Background: an optimization exercise with open tools, aiming at small area. Do not read the settings as production practice. Only simulation tests tie the RTL to the original design; equivalence was not proved. Power is estimated from default activity; no workload was simulated.

==> try-onyx <==
## branch_target_buffer
module branch_target_buffer (
  input  logic        clk,
  input  logic        rst_n,
  input  logic [31:0] PC_IF,
  input  logic        StallID,
  input  logic        FlushID,
  input  logic        BranchValid_EX,
  input  logic        BranchTaken_EX,
  input  logic [31:0] PC_EX,
  input  logic [31:0] BranchTarget_EX,
  output logic        BranchPredictSel,
  output logic [31:0] BranchPredictTarget,
  output logic        PredictHit_ID
);
  localparam int ENTRIES = 16;
  logic [ENTRIES-1:0] valid_q;
  logic [25:0]        tag_q    [ENTRIES];
  logic [31:0]        target_q [ENTRIES];
  logic [1:0]         ctr_q    [ENTRIES];
  logic               sel_q, hit_q;
  logic [31:0]        tgt_q;
  logic [3:0]  if_idx, ex_idx;
  logic [25:0] if_tag, ex_tag;
  assign if_idx = PC_IF[5:2];
  assign if_tag = PC_IF[31:6];
  assign ex_idx = PC_EX[5:2];
  assign ex_tag = PC_EX[31:6];
  logic [ENTRIES-1:0]    if_sel, ex_sel;
  logic [28*ENTRIES-1:0] if_data;
  logic [29*ENTRIES-1:0] ex_data;
  for (genvar i = 0; i < ENTRIES; i++) begin : rd
    assign if_sel[i] = if_idx == i;
    assign ex_sel[i] = ex_idx == i;
    assign if_data[28*i +: 28] = {valid_q[i], ctr_q[i][1], tag_q[i]};
    assign ex_data[29*i +: 29] = {valid_q[i], ctr_q[i], tag_q[i]};
  end
  logic        if_v, if_c1, ex_v;
  logic [25:0] if_t, ex_t;
  logic [1:0]  ex_ctr;
  btb_onehot_mux #(.W(28), .N(ENTRIES)) u_if_rd (.sel(if_sel), .d(if_data), .o({if_v, if_c1, if_t}));
  btb_onehot_mux #(.W(29), .N(ENTRIES)) u_ex_rd (.sel(ex_sel), .d(ex_data), .o({ex_v, ex_ctr, ex_t}));
  logic if_hit, if_taken, ex_hit;
  assign if_hit   = if_v && if_t == if_tag;
  assign if_taken = if_hit && if_c1;
  assign ex_hit   = ex_v && ex_t == ex_tag;
  logic        ld, ld_t, ld_p, hold;
  logic [31:0] pc4, tgt_d;
  logic [ENTRIES+1:0] tgt_sel;
  logic [32*(ENTRIES+2)-1:0] tgt_data;
  assign pc4  = {PC_IF[31:2] + 30'd1, PC_IF[1:0]};
  assign ld   = !FlushID && !StallID;
  assign ld_t = ld && if_taken;
  assign ld_p = ld && !if_taken;
  assign hold = !FlushID && StallID;
  ...
==> module branch_target_buffer, before the edit <==
module branch_target_buffer (
  input  logic        clk,
  input  logic        rst_n,
  input  logic [31:0] PC_IF,
  input  logic        StallID,
  input  logic        FlushID,
  input  logic        BranchValid_EX,
  input  logic        BranchTaken_EX,
  input  logic [31:0] PC_EX,
  input  logic [31:0] BranchTarget_EX,
  output logic        BranchPredictSel,
  output logic [31:0] BranchPredictTarget,
  output logic        PredictHit_ID
);
  localparam int ENTRIES = 16;
  logic [ENTRIES-1:0] valid_q;
  logic [25:0]        tag_q    [ENTRIES];
  logic [31:0]        target_q [ENTRIES];
  logic [1:0]         ctr_q    [ENTRIES];
  logic               sel_q, hit_q;
  logic [31:0]        tgt_q;
  logic [3:0]  if_idx, ex_idx;
  logic [25:0] if_tag, ex_tag;
  assign if_idx = PC_IF[5:2];
  assign if_tag = PC_IF[31:6];
  assign ex_idx = PC_EX[5:2];
  assign ex_tag = PC_EX[31:6];
  logic [ENTRIES-1:0]    if_sel, ex_sel;
  logic [28*ENTRIES-1:0] if_data;
  logic [29*ENTRIES-1:0] ex_data;
  for (genvar i = 0; i < ENTRIES; i++) begin : rd
    assign if_sel[i] = if_idx == i;
    assign ex_sel[i] = ex_idx == i;
    assign if_data[28*i +: 28] = {valid_q[i], ctr_q[i][1], tag_q[i]};
    assign ex_data[29*i +: 29] = {valid_q[i], ctr_q[i], tag_q[i]};
  end
  logic        if_v, if_c1, ex_v;
  logic [25:0] if_t, ex_t;
  logic [1:0]  ex_ctr;
  btb_onehot_mux #(.W(28), .N(ENTRIES)) u_if_rd (.sel(if_sel), .d(if_data), .o({if_v, if_c1, if_t}));
  btb_onehot_mux #(.W(29), .N(ENTRIES)) u_ex_rd (.sel(ex_sel), .d(ex_data), .o({ex_v, ex_ctr, ex_t}));
  logic if_hit, if_taken, ex_hit;
  assign if_hit   = if_v && if_t == if_tag;
  assign if_taken = if_hit && if_c1;
  assign ex_hit   = ex_v && ex_t == ex_tag;
  logic        ld, ld_t, ld_p, hold;
  logic [31:0] pc4, tgt_d;
  logic [ENTRIES+1:0] tgt_sel;
  logic [32*(ENTRIES+2)-1:0] tgt_data;
  assign pc4  = {PC_IF[31:2] + 30'd1, PC_IF[1:0]};
  assign ld   = !FlushID && !StallID;
  assign ld_t = ld && if_taken;
  assign ld_p = ld && !if_taken;
  assign hold = !FlushID && StallID;
  for (genvar i = 0; i < ENTRIES; i++) begin : tsel
    assign tgt_sel[i]           = if_sel[i] & ld_t;
    assign tgt_data[32*i +: 32] = target_q[i];
  end
  assign tgt_sel[ENTRIES]               = ld_p;
  assign tgt_data[32*ENTRIES +: 32]     = pc4;
  assign tgt_sel[ENTRIES+1]             = hold;
  assign tgt_data[32*(ENTRIES+1) +: 32] = tgt_q;
  btb_onehot_mux #(.W(32), .N(ENTRIES+2)) u_tgt (.sel(tgt_sel), .d(tgt_data), .o(tgt_d));
  always_ff @(posedge clk or negedge rst_n) begin
    if (!rst_n) begin
      sel_q <= 1'b0;
      tgt_q <= 32'd0;
      hit_q <= 1'b0;
    end else begin
      sel_q <= ld_t | (hold & sel_q);
      tgt_q <= tgt_d;
      hit_q <= (ld & if_hit) | (hold & hit_q);
    end
  end
  logic       alloc_en, ctr_en;
  logic [1:0] upd_ctr;
  assign alloc_en = BranchValid_EX && BranchTaken_EX;
  assign ctr_en   = BranchValid_EX && (ex_hit || BranchTaken_EX);
  always_comb begin
    upd_ctr = !ex_hit ? 2'b10
            : BranchTaken_EX ? (ex_ctr == 2'b11 ? ex_ctr : ex_ctr + 2'd1)
            : (ex_ctr == 2'b00 ? ex_ctr : ex_ctr - 2'd1);
  end
  always_ff @(posedge clk or negedge rst_n) begin
    if (!rst_n) valid_q <= '0;
    else if (alloc_en) valid_q[ex_idx] <= 1'b1;
  end
  always_ff @(posedge clk) begin
    if (alloc_en) begin
      tag_q[ex_idx]    <= ex_tag;
      target_q[ex_idx] <= BranchTarget_EX;
    end
    if (ctr_en) ctr_q[ex_idx] <= upd_ctr;
  end
  assign BranchPredictSel    = sel_q;
  assign BranchPredictTarget = tgt_q;
  assign PredictHit_ID       = hit_q;
endmodule
==> module btb_onehot_mux, before the edit <==
module btb_onehot_mux #(
  parameter int W = 1,
  parameter int N = 16
) (
  input  logic [N-1:0]   sel,
  input  logic [W*N-1:0] d,
  output logic [W-1:0]   o
);
  localparam int G = (N + 2) / 3;
  logic [W-1:0] t_n [G];
  logic [W-1:0] acc [G+1];
  assign acc[0] = '0;
  for (genvar g = 0; g < G; g++) begin : grp
    localparam int K = (N - 3*g) < 3 ? (N - 3*g) : 3;
    btb_aoi #(.W(W), .K(K)) u_aoi (.sel(sel[3*g +: K]), .d(d[W*3*g +: W*K]), .o_n(t_n[g]));
    assign acc[g+1] = acc[g] | ~t_n[g];
  end
  assign o = acc[G];
endmodule
==> module btb_aoi, before the edit <==
module btb_aoi #(
  parameter int W = 1,
  parameter int K = 3
) (
  input  logic [K-1:0]   sel,
  input  logic [W*K-1:0] d,
  output logic [W-1:0]   o_n
);
  logic [W-1:0] acc [K+1];
  assign acc[0] = '1;
  for (genvar i = 0; i < K; i++) begin : term
    assign acc[i+1] = acc[i] & ~({W{sel[i]}} & d[W*i +: W]);
  end
  assign o_n = acc[K];
endmodule
==> flow/config.mk <==
export PLATFORM = sky130hd
export DESIGN_NAME = branch_target_buffer
export DESIGN_NICKNAME = branch_target_buffer
export VERILOG_FILES = /design/flow/design.v
export SDC_FILE = /design/flow/constraint.sdc
export NUM_CORES = 4
export LEC_CHECK = 0
export CAP_MARGIN = 20
export CORE_MARGIN = 2
export CORE_UTILIZATION = 80
export SETUP_SLACK_MARGIN = 0.2
export SLEW_MARGIN = 20
export SYNTH_HIERARCHICAL = 1
export SYNTH_MINIMUM_KEEP_SIZE = 0
==> flow/constraint.sdc <==
create_clock -name core_clock -period 6.5 [get_ports {clk}]
set_input_delay 1.3000 -clock core_clock [delete_from_list [all_inputs] [get_ports {clk}]]
set_output_delay 1.3000 -clock core_clock [all_outputs]
set_load 0.01 [all_outputs]
standard.sh (not shown) runs the stock make flow with config.mk's settings and CLKGATE_MAP_FILE= SYNTH_SCRIPT=/design/flow/synth_recipe.tcl, a recipe that flattens the netlist after the stock synthesis.
==> flow/flow/run.sh <==
#!/bin/bash
# The standard layout (the standard.sh, with its standard synthesis), with two tool
# options changed: port buffers use the smallest buffer, and CTS builds larger clusters
# without dummy loads. The make output goes to make.log; ORFS keeps each step's log in orfs/logs.
set -euo pipefail
export BUFFER_PORTS_ARGS="-buffer_cell sky130_fd_sc_hd__buf_1"
export CTS_ARGS="-sink_clustering_enable -repair_clock_nets -dont_use_dummy_load -buf_list sky130_fd_sc_hd__clkbuf_8 -sink_clustering_size 15 -sink_clustering_max_diameter 60"
bash standard.sh finish > make.log 2>&1
==> try-juniper: changes against try-onyx <==
==> flow/design.v (replaced) <==
module branch_target_buffer (
  input  logic        clk,
  input  logic        rst_n,
  input  logic [31:0] PC_IF,
  input  logic        StallID,
  input  logic        FlushID,
  input  logic        BranchValid_EX,
  input  logic        BranchTaken_EX,
  input  logic [31:0] PC_EX,
  input  logic [31:0] BranchTarget_EX,
  output logic        BranchPredictSel,
  output logic [31:0] BranchPredictTarget,
  output logic        PredictHit_ID
);
  localparam int ENTRIES = 16;
  logic [ENTRIES-1:0] valid_q;
  logic [25:0]        tag_q    [ENTRIES];
  logic [31:0]        target_q [ENTRIES];
  logic [1:0]         ctr_q    [ENTRIES];
  logic [3:0]  if_idx, ex_idx;
  logic [25:0] if_tag, ex_tag;
  logic        if_hit, if_taken, ex_hit;
  logic [1:0]  ex_ctr, upd_ctr;
  logic        alloc_en, ctr_en;
  logic        sel_q, hit_q;
  logic [31:0] tgt_q;
  assign if_idx    = PC_IF[5:2];
  assign if_tag    = PC_IF[31:6];
  assign ex_idx    = PC_EX[5:2];
  assign ex_tag    = PC_EX[31:6];
  logic [ENTRIES-1:0] if_sel, ex_sel;
  logic        if_v, ex_v, if_c1;
  logic [25:0] if_t, ex_t;
  logic [31:0] if_tg;
  always_comb begin
    if_v = 1'b0; ex_v = 1'b0; if_c1 = 1'b0; ex_ctr = 2'b00;
    if_t = '0; ex_t = '0; if_tg = '0;
    for (int i = 0; i < ENTRIES; i++) begin
      if_sel[i] = if_idx == i[3:0];
      ex_sel[i] = ex_idx == i[3:0];
      if_v   = if_v   | (if_sel[i] & valid_q[i]);
      if_c1  = if_c1  | (if_sel[i] & ctr_q[i][1]);
      if_t   = if_t   | ({26{if_sel[i]}} & tag_q[i]);
      if_tg  = if_tg  | ({32{if_sel[i]}} & target_q[i]);
      ex_v   = ex_v   | (ex_sel[i] & valid_q[i]);
      ex_ctr = ex_ctr | ({2{ex_sel[i]}} & ctr_q[i]);
      ex_t   = ex_t   | ({26{ex_sel[i]}} & tag_q[i]);
    end
  end
  assign if_hit    = if_v && if_t == if_tag;
  assign if_taken  = if_hit && if_c1;
  assign ex_hit    = ex_v && ex_t == ex_tag;
  assign alloc_en  = BranchValid_EX && BranchTaken_EX;
  assign ctr_en    = BranchValid_EX && (ex_hit || BranchTaken_EX);
  always_comb begin
    upd_ctr = !ex_hit ? 2'b10
            : BranchTaken_EX ? (ex_ctr == 2'b11 ? ex_ctr : ex_ctr + 2'd1)
            : (ex_ctr == 2'b00 ? ex_ctr : ex_ctr - 2'd1);
  end
  logic        ld, ld_t, ld_p, hold;
  logic [31:0] pc4, tgt_d;
  assign pc4   = {PC_IF[31:2] + 30'd1, PC_IF[1:0]};
  assign ld    = !FlushID && !StallID;
  assign ld_t  = ld && if_taken;
  assign ld_p  = ld && !if_taken;
  assign hold  = !FlushID && StallID;
  assign tgt_d = ({32{ld_t}} & if_tg) | ({32{ld_p}} & pc4) | ({32{hold}} & tgt_q);
  always_ff @(posedge clk or negedge rst_n) begin
    if (!rst_n) begin
      sel_q <= 1'b0;
      tgt_q <= 32'd0;
      hit_q <= 1'b0;
    end else begin
      sel_q <= ld_t | (hold & sel_q);
      tgt_q <= tgt_d;
      hit_q <= (ld & if_hit) | (hold & hit_q);
    end
  end
  always_ff @(posedge clk or negedge rst_n) begin
    if (!rst_n) valid_q <= '0;
    else if (alloc_en) valid_q[ex_idx] <= 1'b1;
  end
  always_ff @(posedge clk) begin
    if (alloc_en) begin
      tag_q[ex_idx]    <= ex_tag;
      target_q[ex_idx] <= BranchTarget_EX;
    end
    if (ctr_en) ctr_q[ex_idx] <= upd_ctr;
  end
  assign BranchPredictSel    = sel_q;
  assign BranchPredictTarget = tgt_q;
  assign PredictHit_ID       = hit_q;
endmodule
==> flow/run.sh (new file) <==
#!/bin/bash
# synth_recipe.tcl (not shown) runs the flow's synth.tcl, then flattens the netlist and writes it again
# the make line also repeats each setting of config.mk as NAME=value (left out here)
make -C /OpenROAD-flow-scripts/flow DESIGN_CONFIG=/design/flow/config.mk WORK_HOME=/design/flow/orfs CLKGATE_MAP_FILE= SYNTH_SCRIPT=/design/flow/synth_recipe.tcl finish
CORE_UTILIZATION = 40   (was 80)
SYNTH_HIERARCHICAL = not set   (was 1)
SYNTH_MINIMUM_KEEP_SIZE = not set   (was 0)
removed: flow/flow/run.sh
removed: flow/standard.sh
==> try-pepper: changes against try-onyx <==
==> flow/flow/run.sh (replaced) <==
#!/bin/bash
# The standard layout (the standard.sh, with its standard synthesis), with two tool
# options changed: port buffers use the smallest buffer, and CTS builds larger clusters
# without dummy loads. The make output goes to make.log; ORFS keeps each step's log in orfs/logs.
set -euo pipefail
export BUFFER_PORTS_ARGS="-buffer_cell sky130_fd_sc_hd__buf_1"
export CTS_ARGS="-sink_clustering_enable -repair_clock_nets -dont_use_dummy_load -buf_list sky130_fd_sc_hd__clkbuf_16 -sink_clustering_size 20 -sink_clustering_max_diameter 80"
bash standard.sh finish > make.log 2>&1
CORE_UTILIZATION = 40   (was 80)
==> summary of the runs <==
In try-juniper the fmax is higher than in try-onyx, by about 7%.
The lowest clock power belongs to try-onyx, the highest to try-juniper.
In flip-flop and latch count, try-juniper and try-onyx do not differ.
Synthesized area: try-juniper is larger than try-onyx (5.7%).
In try-onyx the global-route usage is higher than in try-juniper, by 20 points.
Cell count, highest first: try-juniper, try-pepper, try-onyx.
Via count: try-pepper is lower than try-juniper (about 16%).

## what the ideal ports hide
Ports are ideal in the flow. The routed layouts listed here were re-timed in OpenROAD.
Step 1 assumes that a clkbuf_16 drives the clock port and a buf_2 every other input.
Step 2 adds t to the input delays and takes it off the output delays; t is the mean of the earliest and latest rising clock arrival at the registers after step 1. Input paths then give back, and output paths get back, about the clock's delay inside the block.
Slacks: no drivers / after step 1 / after step 2; pairs: no drivers / after step 1.
run	shift t [ns]	slack for setup (ns)	worst register clock-pin slew, ns	worst data-port slew with drivers (ns)	cell pins on the clock port's net
try-onyx	0.758	0.771 / 0.730 / -0.027	0.10 / 0.10	0.17	1
try-juniper	0.746	1.167 / 1.129 / 0.383	0.07 / 0.07	0.18	1
try-pepper	0.694	1.105 / 1.141 / 0.448	0.09 / 0.09	0.15	1
With both steps, setup timing fails in try-onyx, where it was met with ideal ports. For try-onyx, which loses most, drivers alone change the setup slack by -0.041 ns; drivers and shift together by -0.798 ns.
